What follows belongs to an exercise in optimizing a design on an open flow for small area; a production flow would make more cautious choices. Function was checked by simulation only, so behaviour that the tests miss may differ from the original. No activity file was given, so power comes from the tool's default toggle rates.

==> flow/design.v, too long to show whole: its modules and the start of the top module <==
// module dsi_pattern_top: 434 lines
module dsi_pattern_top (
	input  logic               clk,
	input  logic               i_rst_n,
	output logic               o_lcd_en_vcc,
	output logic               o_lcd_en_vsp,
	output logic               o_lcd_en_vsn,
	output logic               o_lcd_reset,
	output logic               o_lp_en,
	output logic               o_hs_en,
	output dsi_pkg::dsi_word_t o_link_a,
	output dsi_pkg::dsi_word_t o_link_b
);
  // ...
==> flow/flow/run.sh <==
#!/bin/bash
# Standard layout, with two changes:
#  - after the standard synthesis, its combinational logic is mapped again for
#    area (the flip-flops, their names and cell types are left as they are):
#    eight ABC runs with different seeds, four at a time, the smallest result
#    is kept;
#  - the port buffers are the smallest buffer cell, not the one buffer_ports
#    picks by default.
# Each tool's output goes to a log of its own in the work folder.
set -euo pipefail
W=$(pwd)
R=$W/orfs/results/$FLOW_PLATFORM/dsi_pattern_top/base
LIB=$FLOW_HOME/platforms/$FLOW_PLATFORM/lib/sky130_fd_sc_hd__tt_025C_1v80.lib

bash standard.sh synth > "$W/log_1_synth.log" 2>&1
cp "$R/1_2_yosys.v" "$W/std_synth.v"

mkdir -p "$W/remap"
for s in 1 2 3 4 5 6 7 8; do
	sed -e "s/@S1@/$s/" -e "s/@S2@/$((s + 10))/" "$W/flow/remap.abc" > "$W/remap/remap_$s.abc"
	sed -e "s#@LIB@#$LIB#g" -e "s#@IN@#$W/std_synth.v#" -e "s#@OUT@#$W/remap/remapped_$s.v#" \
		-e "s#@TOP@#$FLOW_TOP#" -e "s#@ABC@#$W/remap/remap_$s.abc#" "$W/flow/remap.ys" > "$W/remap/remap_$s.ys"
	yosys -s "$W/remap/remap_$s.ys" > "$W/log_1_remap_$s.log" 2>&1 &
	if [[ $s == 4 ]]; then
		wait
	fi
done
wait
best=""
best_area=""
for s in 1 2 3 4 5 6 7 8; do
	a=$(grep "Chip area for module" "$W/log_1_remap_$s.log" | tail -1 | awk '{print $NF}')
	[[ -n "$a" && -f "$W/remap/remapped_$s.v" ]] || continue
	if [[ -z "$best" ]] || awk -v a="$a" -v b="$best_area" 'BEGIN { exit !(a < b) }'; then
		best=$s
		best_area=$a
	fi
done
[[ -n "$best" ]]
echo "remap: kept run $best, area $best_area" > "$W/log_1_remap_choice.log"
cp "$W/remap/remapped_$best.v" "$R/1_2_yosys.v"
rm -f "$R/1_synth.odb" "$R/1_synth.sdc"

BUFFER_PORTS_ARGS="-buffer_cell sky130_fd_sc_hd__buf_1" bash standard.sh finish > "$W/log_2_layout.log" 2>&1
==> flow/flow/remap.abc <==
strash
&get -n
&deepsyn -T 60 -S @S1@
&put
dch
map -a
strash
&get -n
&deepsyn -T 60 -S @S2@
&put
dch
map -a
==> flow/flow/remap.ys <==
# Map the standard synthesis's combinational logic again, for area. The
# flip-flop cells stay black boxes, so they keep their names and types.
read_liberty -ignore_miss_func @LIB@
blackbox sky130_fd_sc_hd__df* sky130_fd_sc_hd__edf* sky130_fd_sc_hd__sdf* sky130_fd_sc_hd__dl* sky130_fd_sc_hd__sedf* sky130_fd_sc_hd__sdl*
read_verilog @IN@
hierarchy -top @TOP@
flatten
opt -purge
abc -liberty @LIB@ -dont_use sky130_fd_sc_hd__probe_p_8 -dont_use sky130_fd_sc_hd__probec_p_8 -dont_use sky130_fd_sc_hd__lpflow_* -script @ABC@
opt_clean -purge
splitnets
opt_clean -purge
hilomap -singleton -hicell sky130_fd_sc_hd__conb_1 HI -locell sky130_fd_sc_hd__conb_1 LO
insbuf -buf sky130_fd_sc_hd__buf_1 A X
read_liberty -lib @LIB@
stat -liberty @LIB@
write_verilog -noattr -nohex -nodec @OUT@
==> flow/standard.sh <==
#!/bin/bash
# synth_recipe.tcl (not shown) runs the flow's synth.tcl, then flattens the netlist and writes it again
# the make line also repeats each setting of config.mk as NAME=value (left out here)
make -C /OpenROAD-flow-scripts/flow DESIGN_CONFIG=/design/flow/config.mk WORK_HOME=/design/flow/orfs CLKGATE_MAP_FILE= SYNTH_SCRIPT=/design/flow/synth_recipe.tcl "${@:-finish}"
==> flow/config.mk <==
export PLATFORM = sky130hd
export DESIGN_NAME = dsi_pattern_top
export DESIGN_NICKNAME = dsi_pattern_top
export VERILOG_FILES = /design/flow/design.v
export SDC_FILE = /design/flow/constraint.sdc
export NUM_CORES = 4
export LEC_CHECK = 0
export ABC_AREA = 1
export CAP_MARGIN = 20
export CORE_MARGIN = 2
export CORE_UTILIZATION = 60
export SLEW_MARGIN = 20
==> flow/constraint.sdc <==
create_clock -name core_clock -period 16.0 [get_ports {clk}]
set_input_delay 3.2000 -clock core_clock [delete_from_list [all_inputs] [get_ports {clk}]]
set_output_delay 3.2000 -clock core_clock [all_outputs]
set_load 0.01 [all_outputs]
==> Implementation_results.wiki, run 1 <==
{| class="wikitable"
! Metric !! Value
|-
| Final WS setup || around 8300 ps
|-
| CTS H-Tree Depth || 1
|-
| Critical-path cell with the highest stage delay || sky130_fd_sc_hd__nor2_1
|-
| Worst hold path cell count || 1
|-
| Number of synthesis warnings || 1
|-
| Busiest grt layer || met2
|-
| Detailed-route wire length per cell || 17.0 microns
|-
| First-pass GRT wire length || 21.7 mm
|-
| Buf+Inv Stages, Crit Path || 6
|-
| Net count after synthesis || roughly 610
|-
| Post-Place Cells || 806
|-
| Total number of sequential cells || 25
|-
| Run status || timing/DRC/antenna clean
|-
| Proportion of power drawn by flip-flops and latches || 55.6%
|-
| Number of nets in the final layout || 743
|-
| Detailed-route wire length || between 10 and 15 mm
|-
| Storage element area || 515 sq um
|-
| Initial drt markers || 790
|-
| Sw Ratio || 28.5%
|-
| Routability-driven placement congestion ratio || 1.15
|-
| Crit path time final || 7690 ps
|-
| Top fanout value on the critical path || 13
|-
| Total congestion overflow after global routing || 0
|-
| Power attributed to combinational cells || 15.2 uW
|-
| Cell at the root of the clock tree || sky130_fd_sc_hd__clkbuf_8
|-
| Total number of tap cells || 70
|-
| Count of placed standard cells in the final layout, fillers left out || 810
|-
| Met2 global-route usage || about three quarters
|-
| Post-route DRC violation count || 0
|-
| Die X || 76.3 microns
|-
| Mean cell area of the mapped netlist || 5.18 sq um
|-
| Kind of end point of the critical path || output port
|-
| Depth of the worst register-to-register path || 11
|}
==> run 2, diff against run 1 <==
--- a/flow/flow/run.sh
+++ b/flow/flow/run.sh
@@ -2,7 +2,7 @@
 # Standard layout, with two changes:
 #  - after the standard synthesis, its combinational logic is mapped again for
 #    area (the flip-flops, their names and cell types are left as they are):
-#    eight ABC runs with different seeds, four at a time, the smallest result
+#    twenty ABC runs with different seeds, four at a time, the smallest result
 #    is kept;
 #  - the port buffers are the smallest buffer cell, not the one buffer_ports
 #    picks by default.
@@ -16,19 +16,19 @@
 cp "$R/1_2_yosys.v" "$W/std_synth.v"
 
 mkdir -p "$W/remap"
-for s in 1 2 3 4 5 6 7 8; do
+for s in $(seq 1 20); do
 	sed -e "s/@S1@/$s/" -e "s/@S2@/$((s + 10))/" "$W/flow/remap.abc" > "$W/remap/remap_$s.abc"
 	sed -e "s#@LIB@#$LIB#g" -e "s#@IN@#$W/std_synth.v#" -e "s#@OUT@#$W/remap/remapped_$s.v#" \
 		-e "s#@TOP@#$FLOW_TOP#" -e "s#@ABC@#$W/remap/remap_$s.abc#" "$W/flow/remap.ys" > "$W/remap/remap_$s.ys"
 	yosys -s "$W/remap/remap_$s.ys" > "$W/log_1_remap_$s.log" 2>&1 &
-	if [[ $s == 4 ]]; then
+	if (( s % 4 == 0 )); then
 		wait
 	fi
 done
 wait
 best=""
 best_area=""
-for s in 1 2 3 4 5 6 7 8; do
+for s in $(seq 1 20); do
 	a=$(grep "Chip area for module" "$W/log_1_remap_$s.log" | tail -1 | awk '{print $NF}')
 	[[ -n "$a" && -f "$W/remap/remapped_$s.v" ]] || continue
 	if [[ -z "$best" ]] || awk -v a="$a" -v b="$best_area" 'BEGIN { exit !(a < b) }'; then
--- a/flow/config.mk
+++ b/flow/config.mk
@@ -8,5 +8,5 @@
 export ABC_AREA = 1
 export CAP_MARGIN = 20
 export CORE_MARGIN = 2
-export CORE_UTILIZATION = 60
+export CORE_UTILIZATION = 66
 export SLEW_MARGIN = 20
==> run 2 against run 1 <==
Synthesized cell count unchanged. Setup slack got worse by 57 ps. Wire length decreased by 4.1%. Critical endpoint is now o_link_a[5]. Highest routed layer unchanged.
==> Implementation_results.wiki, run 2 <==
{| class="wikitable"
! Metric !! Value
|-
| Maximum number of pins on one net before global-route repair || 16
|-
| Top fanout value on the critical path || 13 (unchanged)
|-
| Starting utilization of the core area || 67.3%
|-
| Fraction of final layout cells sized beyond drive strength 1 || 1.35%
|-
| Crit path time final || 7750 ps (+56.7 ps)
|-
| Path type of the worst setup path || flip-flop to output port
|-
| Area of the placeable core || 4660 sq um
|-
| Worst hold path type || flip-flop to flip-flop
|-
| Number of post-CTS setup repair buffers || 0
|-
| TritonCTS buffer count || 3
|-
| Maximum cell stage delay along the critical path || around 610 ps
|-
| Run status || timing/DRC/antenna clean
|-
| # resized after CTS || 0
|-
| Crit-path most repeated cell || sky130_fd_sc_hd__nor2_1
|-
| First-pass GRT wire length || 20.5 mm (-5.3%)
|-
| Total congestion overflow after global routing || 0 (unchanged)
|-
| Largest registers ranked by flip-flop count || c: 10 flops, g: 8 flops, ph: 3 flops
|-
| Max Root-Sink Buffers || 2
|-
| Chip Height || 72.9 microns
|-
| Leading cell types in the layout, fill and taps excluded || 135 x sky130_fd_sc_hd__buf_1, 123 x sky130_fd_sc_hd__nor2_1, 115 x sky130_fd_sc_hd__nand2_1
|-
| Initial antenna violation count || 0
|-
| DR vias/cell || 6.40
|-
| Commonest non-fill, non-tap cell in the layout || sky130_fd_sc_hd__buf_1
|-
| Port-buffer cells || 135
|-
| Area post-placement || between 3000 and 4000 sq um
|-
| Total via count after detailed routing || approximately 5100
|-
| Worst-path cell chain || nor2_1 -> clkinv_1 -> nor2_1 -> a21oi_1 -> o21ai_0 -> nor2_1 -> clkinv_1 -> nor2_1 -> clkinv_1 -> nor2_1 -> clkinv_1 -> nor2_1 -> a21oi_1 -> nand2_1 -> clkinv_1 -> nand4_1 -> buf_1
|-
| Number of setup violations in the final report || 0
|-
| Number of synthesis warnings || 1 (unchanged)
|-
| IR Drop Worst-Case VDD || around 0.080 mV
|-
| Post-route DRC violation count || 0 (unchanged)
|-
| Detailed-route wire length per cell || 16.6 microns (-2.2%)
|-
| Count of placed standard cells in the final layout, fillers left out || 794 (-2.0%)
|-
| Clk pin slew, worst setup/hold paths || 80 ps
|-
| Max reg flops || 10
|-
| Clk sink count || 25
|-
| Required time at the worst-slack endpoint || 12800 ps
|-
| TritonCTS clock tree || yes
|-
| Routability-driven placement congestion ratio || 1.29 (+12%)
|-
| Transition at the pin with the smallest max-transition slack || 993 ps
|-
| First-pass DRT Iterations || 9
|-
| Top reg by flops || c
|-
| Antenna Violating Nets Remaining || 0
|-
| Post-Place Cells || 790 (-2.0%)
|-
| Max-slew violation total from the final report || 0
|-
| Max transition margin || between 30% and 40%
|-
| Storage element area || 515 sq um (unchanged)
|-
| Kind of end point of the critical path || output port
|-
| Hold Violations, Final || 0
|-
| Worst EP arrival || roughly 4600 ps
|-
| Global router's overall resource usage || slightly below 50%
|-
| Buf+Inv Stages, Crit Path || 6 (unchanged)
|-
| CTS H-Tree Depth || 1 (unchanged)
|-
| Number of hold buffers added after cts || 0
|-
| Cell class contributing the biggest share of worst-path delay || simple AND/OR/NAND/NOR gates
|-
| Maximum capacitance violations || 0
|-
| Number of global-route vias before repair || 4395
|-
| Worst Hold Slack || 502 ps
|-
| Non-Filler Cell Area, Final || approximately 3700 sq um
|-
| Clock latency on the worst-skew pair || 270 ps
|-
| Maximum clock frequency || 129 MHz
|-
| Detailed-route wire length || 13.2 mm (-4.1%)
|-
| Cell Area, Synth || approximately 3100 sq um
|-
| Ports || 136
|-
| Relative area change from synthesis to final layout || 19.2%
|-
| Initial drt markers || 1078 (+36%)
|-
| Setup TNS || 0 ps
|-
| Cell at the root of the clock tree || sky130_fd_sc_hd__clkbuf_8
|-
| Number of nets in the final layout || 743 (unchanged)
|-
| Die Area || 5320 sq um
|-
| Critical-path cell with the highest stage delay || sky130_fd_sc_hd__nor2_1
|-
| Leak pwr || a little under 0.002 uW
|-
| Clock skew after layout || about 2.7 ps
|-
| Mean cell area of the mapped netlist || 5.18 sq um (unchanged)
|-
| Std-Cell Rows || 25
|-
| Ratio of total power to cell area || ~32 nW/um^2
|-
| Fillcell total || 373
|-
| Die X || 72.9 microns (-4.4%)
|-
| Setup repair after global routing missed its margin || no
|-
| Number of instances in the synthesized netlist || 606
|-
| Number of diodes added for antenna fixing || 0
|-
| Total half-perimeter wirelength after legalization and detailed placement || 10.5 mm
|-
| Startpoint class of the critical path || flip-flop
|-
| Final worst path period share || 48.4%
|-
| Net count after synthesis || 608 (unchanged)
|-
| Area of combinational cells with multiple inputs || 2190 sq um
|}
run 2: path summary, 6_finish.rpt:
check | cells past startpoint | slack [ps] | endpoint | from
max | 17 | 8250 | o_link_a[5] | g[6]$_SDFFE_PN0P_
min | 1 | 500 | g[7]$_SDFFE_PN0P_ | g[7]$_SDFFE_PN0P_
max reg2reg | 11 | 12350 | c[8]$_SDFFE_PN0P_ | p[1]$_SDFF_PN1_
min reg2reg | 1 | 500 | g[7]$_SDFFE_PN0P_ | g[7]$_SDFFE_PN0P_
max in group asynchronous | 1 | 12810 | ph[1]$_DFFE_PN0P_ | i_rst_n
min in group asynchronous | 1 | 2860 | ph[2]$_DFFE_PN0P_ | i_rst_n
run 2: routing by layer:
metal | part of all wire, % | GRT usage [%]
met1 | 34 | 56.4
met4 | 9.1 | 34.2
met3 | 13 | 14.2
met2 | 43 | 77.5
met5 | 0 | 0
run 2: worst reg2reg max path, stage by stage (launching register included):
cell and delay (ps):
sky130_fd_sc_hd__dfxtp_1 520, sky130_fd_sc_hd__clkinv_1 490, sky130_fd_sc_hd__nor3_1 560, sky130_fd_sc_hd__clkinv_1 320
sky130_fd_sc_hd__nor2_1 250, sky130_fd_sc_hd__nand2_1 170, sky130_fd_sc_hd__a21oi_1 330, sky130_fd_sc_hd__a21oi_1 160
sky130_fd_sc_hd__nor2_1 300, sky130_fd_sc_hd__clkinv_1 150, sky130_fd_sc_hd__nor4_1 210, sky130_fd_sc_hd__nor3_1 80
run 2: area by class of cell:
cell class                 instances  area share, %
clock buffer                       3           1.10
tap                               54           1.81
multi-input combinational        465           58.5
timing repair buffer             135           13.6
sequential                        25           13.8
clock inverter                     1          0.134
inverter                         111           11.1
run 2: where the power goes:
part | switching [uW] | leakage [uW] | internal (uW) | total (uW)
registers | 2.95 | 0.000221 | 63.4 | 66.3
logic | 10.8 | 0.00168 | 3.93 | 14.7
clock network | 19.5 | 0.0000255 | 17.4 | 36.9
run 2: metrics by stage:
| step | power [uW] | util (%) | setup slack [ps] |
|---|---|---|---|
| 6_report | 118 | 80.2 | 8250 |
| 5_1_grt | 121 | 80.2 | 7740 |
| 4_1_cts | 117 | 80.2 | 8510 |
| 3_5_place_dp | 81.4 | 79.2 | 8820 |
| 3_3_place_gp | 81.0 | 79.2 | 9170 |
| 2_1_floorplan | 76.9 | - | 9740 |
==> run 3, diff against run 2 <==
--- a/flow/flow/run.sh
+++ b/flow/flow/run.sh
@@ -2,7 +2,7 @@
 # Standard layout, with two changes:
 #  - after the standard synthesis, its combinational logic is mapped again for
 #    area (the flip-flops, their names and cell types are left as they are):
-#    twenty ABC runs with different seeds, four at a time, the smallest result
+#    twelve ABC runs with different seeds, four at a time, the smallest result
 #    is kept;
 #  - the port buffers are the smallest buffer cell, not the one buffer_ports
 #    picks by default.
@@ -16,8 +16,8 @@
 cp "$R/1_2_yosys.v" "$W/std_synth.v"
 
 mkdir -p "$W/remap"
-for s in $(seq 1 20); do
-	sed -e "s/@S1@/$s/" -e "s/@S2@/$((s + 10))/" "$W/flow/remap.abc" > "$W/remap/remap_$s.abc"
+for s in 1 2 3 4 5 6 7 8 9 10 11 12; do
+	sed -e "s/@S1@/$s/" -e "s/@S2@/$((s + 20))/" "$W/flow/remap.abc" > "$W/remap/remap_$s.abc"
 	sed -e "s#@LIB@#$LIB#g" -e "s#@IN@#$W/std_synth.v#" -e "s#@OUT@#$W/remap/remapped_$s.v#" \
 		-e "s#@TOP@#$FLOW_TOP#" -e "s#@ABC@#$W/remap/remap_$s.abc#" "$W/flow/remap.ys" > "$W/remap/remap_$s.ys"
 	yosys -s "$W/remap/remap_$s.ys" > "$W/log_1_remap_$s.log" 2>&1 &
@@ -28,7 +28,7 @@
 wait
 best=""
 best_area=""
-for s in $(seq 1 20); do
+for s in 1 2 3 4 5 6 7 8 9 10 11 12; do
 	a=$(grep "Chip area for module" "$W/log_1_remap_$s.log" | tail -1 | awk '{print $NF}')
 	[[ -n "$a" && -f "$W/remap/remapped_$s.v" ]] || continue
 	if [[ -z "$best" ]] || awk -v a="$a" -v b="$best_area" 'BEGIN { exit !(a < b) }'; then
--- a/flow/config.mk
+++ b/flow/config.mk
@@ -8,5 +8,5 @@
 export ABC_AREA = 1
 export CAP_MARGIN = 20
 export CORE_MARGIN = 2
-export CORE_UTILIZATION = 66
+export CORE_UTILIZATION = 60
 export SLEW_MARGIN = 20
==> run 3 against run 2 <==
Sequential cell count unchanged. Final area increased by 1.6%. Largest power group unchanged. First-iteration DRC count is 14% lower. Clock power up 2%. Setup slack improved by 52 ps.
==> Implementation_results.wiki, run 3 <==
{| class="wikitable"
! Metric !! Value
|-
| Run status || timing/DRC/antenna clean
|-
| Antenna Violating Nets Remaining || 0 (unchanged)
|-
| Area of the placeable core || 5110 sq um (+9.6%)
|-
| Destination of the worst hold path || g[7]$_SDFFE_PN0P_
|-
| Crit path time final || 7700 ps (-52.3 ps)
|-
| Die X || 76.8 microns (+5.2%)
|-
| Count of placed standard cells in the final layout, fillers left out || 828 (+4.3%)
|-
| Chip Height || 76.8 microns (+5.2%)
|-
| # resized after CTS || 0 (unchanged)
|-
| Top fanout value on the critical path || 12 (-1)
|-
| Clock latency on the worst-skew pair || 270 ps (about the same)
|-
| Number of post-CTS setup repair buffers || 0 (unchanged)
|-
| IR Drop Worst-Case VDD || 0.0485 mV (-39%)
|-
| Hold Violations, Final || 0 (unchanged)
|-
| TritonCTS clock tree || yes
|-
| Depth of the worst register-to-register path || 14 (+3)
|-
| Top reg by flops || c
|-
| Ports || 136 (unchanged)
|-
| Cell at the root of the clock tree || sky130_fd_sc_hd__clkbuf_8
|-
| Fraction of final layout cells sized beyond drive strength 1 || 0.792% (-0.56 points)
|-
| Post-route DRC violation count || 0 (unchanged)
|-
| Number of nets in the final layout || 761 (+2.4%)
|-
| Port-buffer cells || 135 (unchanged)
|-
| DR vias/cell || 6.26 (-2.1%)
|-
| Ratio of total power to cell area || 30.7 nW/um^2 (-2.7%)
|-
| Leading cell types in the layout, fill and taps excluded || 137 x sky130_fd_sc_hd__nand2_1, 135 x sky130_fd_sc_hd__buf_1, 127 x sky130_fd_sc_hd__nor2_1
|-
| Maximum capacitance violations || 0 (unchanged)
|-
| Max-slew violation total from the final report || 0 (unchanged)
|-
| Total congestion overflow after global routing || 0 (unchanged)
|-
| Total via count after detailed routing || 5185 (+2.1%)
|-
| Initial antenna violation count || 0 (unchanged)
|-
| Max Root-Sink Buffers || 2 (unchanged)
|-
| Largest registers ranked by flip-flop count || c: 10 flops, g: 8 flops, ph: 3 flops
|-
| Launch instance of the worst register-to-register path || c[1]$_SDFFE_PN1P_
|-
| Number of synthesis warnings || 1 (unchanged)
|-
| Number of hold buffers added after cts || 0 (unchanged)
|-
| First-pass DRT Iterations || 6 (-3)
|-
| Max reg flops || 10 (unchanged)
|-
| Clk pin slew, worst setup/hold paths || 80 ps (about the same)
|-
| Worst EP arrival || 4500 ps (-50 ps)
|-
| CTS H-Tree Depth || 1 (unchanged)
|-
| Hold path start || g[7]$_SDFFE_PN0P_
|-
| TritonCTS buffer count || 3 (unchanged)
|-
| Die Area || 5890 sq um (+11%)
|-
| Required time at the worst-slack endpoint || 12800 ps (about the same)
|-
| Maximum number of pins on one net before global-route repair || 14 (-2)
|-
| Detailed-route wire length || 13.4 mm (+1.7%)
|-
| Global router's overall resource usage || 45.1% (-3.8 points)
|-
| Startpoint class of the critical path || flip-flop
|-
| Worst hold path type || flip-flop to flip-flop
|-
| Detailed-route wire length per cell || 16.2 microns (-2.5%)
|-
| Final worst path period share || 48.1% (-0.33 points)
|-
| Routability-driven placement congestion ratio || 1.19 (-7.8%)
|-
| Critical R2R Capture || c[8]$_SDFFE_PN0P_
|-
| Cell Area, Synth || 3180 sq um (+1.3%)
|-
| Setup TNS || 0 ps (unchanged)
|-
| Mean cell area of the mapped netlist || 5.09 sq um (-1.6%)
|-
| First-pass GRT wire length || 22.0 mm (+7.3%)
|-
| Transition at the pin with the smallest max-transition slack || 901 ps (-91.4 ps)
|-
| Kind of end point of the critical path || output port
|-
| Worst hold path cell count || 1 (unchanged)
|-
| Maximum cell stage delay along the critical path || 660 ps (+50 ps)
|-
| Net count after synthesis || 626 (+3.0%)
|-
| Critical-path cell with the highest stage delay || sky130_fd_sc_hd__nor2_1
|-
| Post-Place Cells || 824 (+4.3%)
|-
| Starting utilization of the core area || 62.2% (-5.1 points)
|-
| Number of setup violations in the final report || 0 (unchanged)
|-
| Max transition margin || 39.9% (+6.1 points)
|-
| Clock skew after layout || 1.46 ps (-1.25 ps)
|-
| Setup repair after global routing missed its margin || no
|-
| Path type of the worst setup path || flip-flop to output port
|-
| Maximum clock frequency || 130 MHz (+0.68%)
|-
| Flop-to-flop setup slack || 12960 ps (+610 ps)
|-
| Number of diodes added for antenna fixing || 0 (unchanged)
|-
| Std-Cell Rows || 26 (+4.0%)
|-
| Commonest non-fill, non-tap cell in the layout || sky130_fd_sc_hd__nand2_1
|-
| Number of global-route vias before repair || 4778 (+8.7%)
|-
| Clk sink count || 25 (unchanged)
|-
| Initial drt markers || 925 (-14%)
|-
| Worst-path cell chain || nand3_1 -> a21oi_1 -> o21ai_0 -> nor2_1 -> clkinv_1 -> nor2_1 -> clkinv_1 -> nor2_1 -> clkinv_1 -> nor2_1 -> clkinv_1 -> nand2_1 -> buf_1
|-
| Cell class contributing the biggest share of worst-path delay || simple AND/OR/NAND/NOR gates
|-
| Relative area change from synthesis to final layout || 19.5%
|-
| Number of instances in the synthesized netlist || 624 (+3.0%)
|-
| Leak pwr || 0.00197 uW (+1.8%)
|-
| Buf+Inv Stages, Crit Path || 5 (-1)
|-
| Total half-perimeter wirelength after legalization and detailed placement || 10.7 mm (+1.2%)
|}
## run 3: layout make-up
cell class                      instances  area [sq um]
Multi-Input combinational cell        481          2220
Sequential cell                        25           515
Inverter                              113           424
Fill cell                             499          1310
Timing Repair Buffer                  135           507
Tap cell                               70          87.6
Clock buffer                            4          45.0
## run 3: through the flow
stage | area, sq um | setup slack (ps) | power [uW] | util (%) | hold slack (ps)
2_1_floorplan | 3180 | 9870 | 75.1 | - | 447
3_3_place_gp | 3750 | 8910 | 79.4 | 73.5 | 478
3_5_place_dp | 3750 | 8850 | 79.7 | 73.5 | 488
4_1_cts | 3800 | 8530 | 116 | 74.4 | 504
5_1_grt | 3800 | 8000 | 120 | 74.4 | 550
6_report | 3800 | 8300 | 117 | 74.4 | 511
## run 3: how the worst max path moves through the flow
stage / start / endpoint / slack, ps / cells past startpoint
CTS: g[2]$_SDFFE_PN0P_ / o_link_a[33] / 8530 / 13
finish: g[2]$_SDFFE_PN0P_ / o_link_a[23] / 8300 / 13
global placement: g[2]$_SDFFE_PN0P_ / o_link_a[33] / 8910 / 14
detailed placement: g[2]$_SDFFE_PN0P_ / o_link_a[33] / 8850 / 13
floorplan: g[6]$_SDFFE_PN0P_ / o_link_b[63] / 9870 / 16
global route: g[4]$_SDFFE_PN0P_ / o_link_a[34] / 8000 / 15
## run 3: per-layer routing
metal,vias up,part of all wire [%],track usage [%]
met3,112,16,12.8
met1,2245,37,58.9
met4,0,5.1,19.8
li1,2338,-,-
met5,-,0,0
met2,490,42,68.9
## run 3: worst register-to-register path: cells and delay by family (launching register included)
kind	cells	cell delay, ps
AOI/OAI and AO/OA	4	500
buffers and inverters	3	380
DFF	1	600
and+or+nand+nor	7	1500
## run 3: report_power, final
| group | switching [uW] | total [uW] | internal (uW) |
|---|---|---|---|
| logic | 9.44 | 12.6 | 3.18 |
| registers | 3.12 | 66.5 | 63.4 |
| clock network | 19.7 | 37.5 | 17.8 |
==> run 4, diff against run 3 <==
--- a/flow/flow/run.sh
+++ b/flow/flow/run.sh
@@ -2,8 +2,8 @@
 # Standard layout, with two changes:
 #  - after the standard synthesis, its combinational logic is mapped again for
 #    area (the flip-flops, their names and cell types are left as they are):
-#    twelve ABC runs with different seeds, four at a time, the smallest result
-#    is kept;
+#    twenty ABC runs, four at a time: twelve of two optimisation rounds and
+#    eight of three, each with its own seeds; the smallest result is kept;
 #  - the port buffers are the smallest buffer cell, not the one buffer_ports
 #    picks by default.
 # Each tool's output goes to a log of its own in the work folder.
@@ -16,8 +16,12 @@
 cp "$R/1_2_yosys.v" "$W/std_synth.v"
 
 mkdir -p "$W/remap"
-for s in 1 2 3 4 5 6 7 8 9 10 11 12; do
-	sed -e "s/@S1@/$s/" -e "s/@S2@/$((s + 20))/" "$W/flow/remap.abc" > "$W/remap/remap_$s.abc"
+for s in $(seq 1 20); do
+	if (( s <= 12 )); then
+		sed -e "s/@S1@/$s/" -e "s/@S2@/$((s + 10))/" "$W/flow/remap.abc" > "$W/remap/remap_$s.abc"
+	else
+		sed -e "s/@S1@/$((s + 20))/" -e "s/@S2@/$((s + 40))/" -e "s/@S3@/$((s + 60))/" "$W/flow/remap3.abc" > "$W/remap/remap_$s.abc"
+	fi
 	sed -e "s#@LIB@#$LIB#g" -e "s#@IN@#$W/std_synth.v#" -e "s#@OUT@#$W/remap/remapped_$s.v#" \
 		-e "s#@TOP@#$FLOW_TOP#" -e "s#@ABC@#$W/remap/remap_$s.abc#" "$W/flow/remap.ys" > "$W/remap/remap_$s.ys"
 	yosys -s "$W/remap/remap_$s.ys" > "$W/log_1_remap_$s.log" 2>&1 &
@@ -28,7 +32,7 @@
 wait
 best=""
 best_area=""
-for s in 1 2 3 4 5 6 7 8 9 10 11 12; do
+for s in $(seq 1 20); do
 	a=$(grep "Chip area for module" "$W/log_1_remap_$s.log" | tail -1 | awk '{print $NF}')
 	[[ -n "$a" && -f "$W/remap/remapped_$s.v" ]] || continue
 	if [[ -z "$best" ]] || awk -v a="$a" -v b="$best_area" 'BEGIN { exit !(a < b) }'; then
==> flow/flow/remap3.abc (new file) <==
strash
&get -n
&deepsyn -T 40 -S @S1@
&put
dch
map -a
strash
&get -n
&deepsyn -T 40 -S @S2@
&put
dch
map -a
strash
&get -n
&deepsyn -T 40 -S @S3@
&put
dch
map -a
==> run 4 against run 3 <==
Non-clock buffer count unchanged. Critical path depth increased by 2. Hold slack got worse by 15 ps. Critical path type unchanged.
==> Implementation_results.wiki, run 4 <==
{| class="wikitable"
! Metric !! Value
|-
| Run status || timing/DRC/antenna clean
|-
| Worst hold path cell count || 1 (unchanged)
|-
| Max-slew violation total from the final report || 0 (unchanged)
|-
| CTS H-Tree Depth || 1 (unchanged)
|-
| Portion of total power attributed to the clock network || 32.6% (+0.4 points)
|-
| Depth of the worst register-to-register path || 17 (+3)
|-
| Ports || 136 (unchanged)
|-
| Fraction of final layout cells sized beyond drive strength 1 || 1.34% (+0.55 points)
|-
| Path type of the worst setup path || flip-flop to output port
|-
| Detailed-route wire length || 13.6 mm (+1.1%)
|-
| Crit path time final || 8210 ps (+516 ps)
|-
| Relative area change from synthesis to final layout || 19.7%
|-
| Routability-driven placement congestion ratio || 1.11 (-6.3%)
|-
| First-pass GRT wire length || 21.8 mm (-1.1%)
|-
| Total congestion overflow after global routing || 0 (unchanged)
|-
| Std-Cell Rows || 26 (unchanged)
|-
| Total via count after detailed routing || 5130 (-1.1%)
|-
| Mean cell area of the mapped netlist || 5.16 sq um (+1.3%)
|-
| Setup repair after global routing missed its margin || no
|-
| IR Drop Worst-Case VDD || 0.0492 mV (+1.6%)
|-
| Maximum capacitance violations || 0 (unchanged)
|-
| Number of diodes added for antenna fixing || 0 (unchanged)
|-
| Top fanout value on the critical path || 13 (+1)
|-
| Commonest non-fill, non-tap cell in the layout || sky130_fd_sc_hd__buf_1
|-
| Required time at the worst-slack endpoint || 12800 ps (about the same)
|-
| Largest registers ranked by flip-flop count || c: 10 flops, g: 8 flops, ph: 3 flops
|-
| Number of instances in the synthesized netlist || 610 (-2.2%)
|-
| Cell Area, Synth || 3150 sq um (-0.95%)
|-
| Number of global-route vias before repair || 4535 (-5.1%)
|-
| TritonCTS clock tree || yes
|-
| Clk sink count || 25 (unchanged)
|-
| Number of synthesis warnings || 1 (unchanged)
|-
| Power dissipated by switching net loads || 34.8 uW (+8.1%)
|-
| Final total power || 119 uW (+2.3%)
|-
| Hold Violations, Final || 0 (unchanged)
|-
| Clk pin slew, worst setup/hold paths || 90 ps (about the same)
|-
| Cell at the root of the clock tree || sky130_fd_sc_hd__clkbuf_8
|-
| Maximum clock frequency || 122 MHz (-6.3%)
|-
| Ratio of total power to cell area || 31.7 nW/um^2 (+3.1%)
|-
| Launch instance of the worst register-to-register path || c[0]$_SDFFE_PN1P_
|-
| Critical path origin || g[2]$_SDFFE_PN0P_
|-
| Hold path start || g[7]$_SDFFE_PN0P_
|-
| Internal Power || 84.4 uW (about the same)
|-
| Setup TNS || 0 ps (unchanged)
|-
| Maximum number of pins on one net before global-route repair || 14 (unchanged)
|-
| TritonCTS buffer count || 3 (unchanged)
|-
| Transition at the pin with the smallest max-transition slack || 1130 ps (+231 ps)
|-
| DR vias/cell || 6.30 (+0.64%)
|-
| Port-buffer cells || 135 (unchanged)
|-
| Detailed-route wire length per cell || 16.7 microns (+2.9%)
|-
| Die X || 76.4 microns (-0.45%)
|-
| Number of nets in the final layout || 747 (-1.8%)
|-
| Number of hold buffers added after cts || 0 (unchanged)
|-
| Final worst path period share || 51.3% (+3.2 points)
|-
| Sw Ratio || 29.2% (+1.6 points)
|-
| Logic gate share of total power || 11.4% (+0.6 points)
|-
| Chip Height || 76.4 microns (-0.45%)
|-
| Leading cell types in the layout, fill and taps excluded || 135 x sky130_fd_sc_hd__buf_1, 123 x sky130_fd_sc_hd__nand2_1, 117 x sky130_fd_sc_hd__nor2_1
|-
| Worst EP arrival || 5010 ps (+510 ps)
|-
| Clock latency on the worst-skew pair || 270 ps (about the same)
|-
| Starting utilization of the core area || 62.0% (-0.19 points)
|-
| Die Area || 5840 sq um (-0.90%)
|-
| Worst hold path type || flip-flop to flip-flop
|-
| Number of post-CTS setup repair buffers || 0 (unchanged)
|-
| Kind of end point of the critical path || output port
|-
| Net count after synthesis || 612 (-2.2%)
|-
| Startpoint class of the critical path || flip-flop
|-
| Proportion of power drawn by flip-flops and latches || 55.9% (-1.1 points)
|-
| Leak pwr || 0.00196 uW (-0.39%)
|-
| Max transition margin || 23.8% (-16 points)
|-
| Post-route DRC violation count || 0 (unchanged)
|-
| Antenna Violating Nets Remaining || 0 (unchanged)
|-
| First-pass DRT Iterations || 9 (+3)
|-
| Area of the placeable core || 5070 sq um (-0.64%)
|-
| Initial drt markers || 829 (-10%)
|-
| Global router's overall resource usage || 45.1% (-0.045 points)
|-
| Number of setup violations in the final report || 0 (unchanged)
|-
| Top reg by flops || c
|-
| Max Root-Sink Buffers || 2 (unchanged)
|-
| Total half-perimeter wirelength after legalization and detailed placement || 10.8 mm (+0.84%)
|-
| # resized after CTS || 0 (unchanged)
|-
| Max reg flops || 10 (unchanged)
|-
| Initial antenna violation count || 0 (unchanged)
|-
| Clock skew after layout || 3.40 ps (+1.94 ps)
|}
run 4: power groups by stage:
stage | registers (uW) | logic (uW) | clock network (uW)
2_1_floorplan | 66.5 | 9.11 | 0
3_3_place_gp | 67.8 | 12.6 | 0
3_5_place_dp | 67.8 | 12.9 | 0
4_1_cts | 66.4 | 13.0 | 38.6
5_1_grt | 66.6 | 14.7 | 40.1
6_report | 66.7 | 13.7 | 38.9
run 4: critical path: stages, from the launching register on:
cell                       delay [ps]
sky130_fd_sc_hd__dfxtp_1          520
sky130_fd_sc_hd__clkinv_1         270
sky130_fd_sc_hd__nor2_1           200
sky130_fd_sc_hd__clkinv_1         140
sky130_fd_sc_hd__o21ai_0          190
sky130_fd_sc_hd__nand3_1          120
sky130_fd_sc_hd__nor2_1           200
sky130_fd_sc_hd__clkinv_1         180
sky130_fd_sc_hd__nor2_1           250
sky130_fd_sc_hd__clkinv_1         390
sky130_fd_sc_hd__nor2_1           370
sky130_fd_sc_hd__clkinv_1         410
sky130_fd_sc_hd__nor2_1           690
sky130_fd_sc_hd__nor2_1           360
sky130_fd_sc_hd__nand3_1          200
sky130_fd_sc_hd__buf_1            210
run 4: final timing paths:
check                                    end  slack, ps
setup reg to reg           c[9]$_SDFFE_PN1P_      12630
max in group asynchronous  ph[2]$_DFFE_PN0P_      12780
setup / recovery                 o_link_a[4]       7790
hold / removal             g[7]$_SDFFE_PN0P_        500
hold reg to reg            g[7]$_SDFFE_PN0P_        500
min in group asynchronous  ph[0]$_DFFE_PN0P_       2870
run 4: cell type report:
class / count / area, sq um
clock buffers: 4 / 45.0
fillers: 450 / 1310
inverters: 110 / 413
multi-input cells: 470 / 2200
flip-flops and latches: 25 / 515
well taps: 70 / 87.6
repair buffers: 135 / 507
run 4: through the flow:
step | instances | cell area, sq um | hold WS [ps] | setup WS [ps] | util [%]
5_1_grt | 814 | 3770 | 541 | 7580 | 74.2
2_1_floorplan | 610 | 3150 | 447 | 9680 | -
6_report | 814 | 3770 | 496 | 7790 | 74.2
3_3_place_gp | 810 | 3720 | 471 | 8330 | 73.3
4_1_cts | 814 | 3770 | 501 | 8060 | 74.2
3_5_place_dp | 810 | 3720 | 482 | 8360 | 73.3
run 4: metal layers:
metal  share of wire (%)  up-vias  GRT usage (%)
li1                    -     2291              -
met5                   0        -              0
met2                  43      505           71.0
met3                  15      106           9.60
met4                 4.3        0           18.9
met1                  37     2228           59.6

-- separate check: timing with driven ports --
How much do the figures lean on ideal ports? The routed layouts below were timed once more, with nothing changed but the port constraints.
Step 1 assumes that a clkbuf_16 drives the clock port and a buf_2 every other input.
Step 2 also shifts input and output timing later by t, the mid clock arrival at the registers, as if the neighbouring blocks saw the same clock.
Three values: no drivers, after step 1, after step 2; two values: the first two.
run | t (ns) | slack for setup (ns) | hold WS [ns]
run 1 | 0.298 | 8.309 / 8.283 / 8.581 | 0.498 / 0.498 / 0.498
run 2 | 0.290 | 8.253 / 8.228 / 8.518 | 0.502 / 0.502 / 0.502
run 3 | 0.292 | 8.305 / 8.279 / 8.571 | 0.511 / 0.511 / 0.511
run 4 | 0.300 | 7.789 / 7.761 / 8.061 | 0.496 / 0.496 / 0.496
After both steps setup and hold are still met in every run listed.
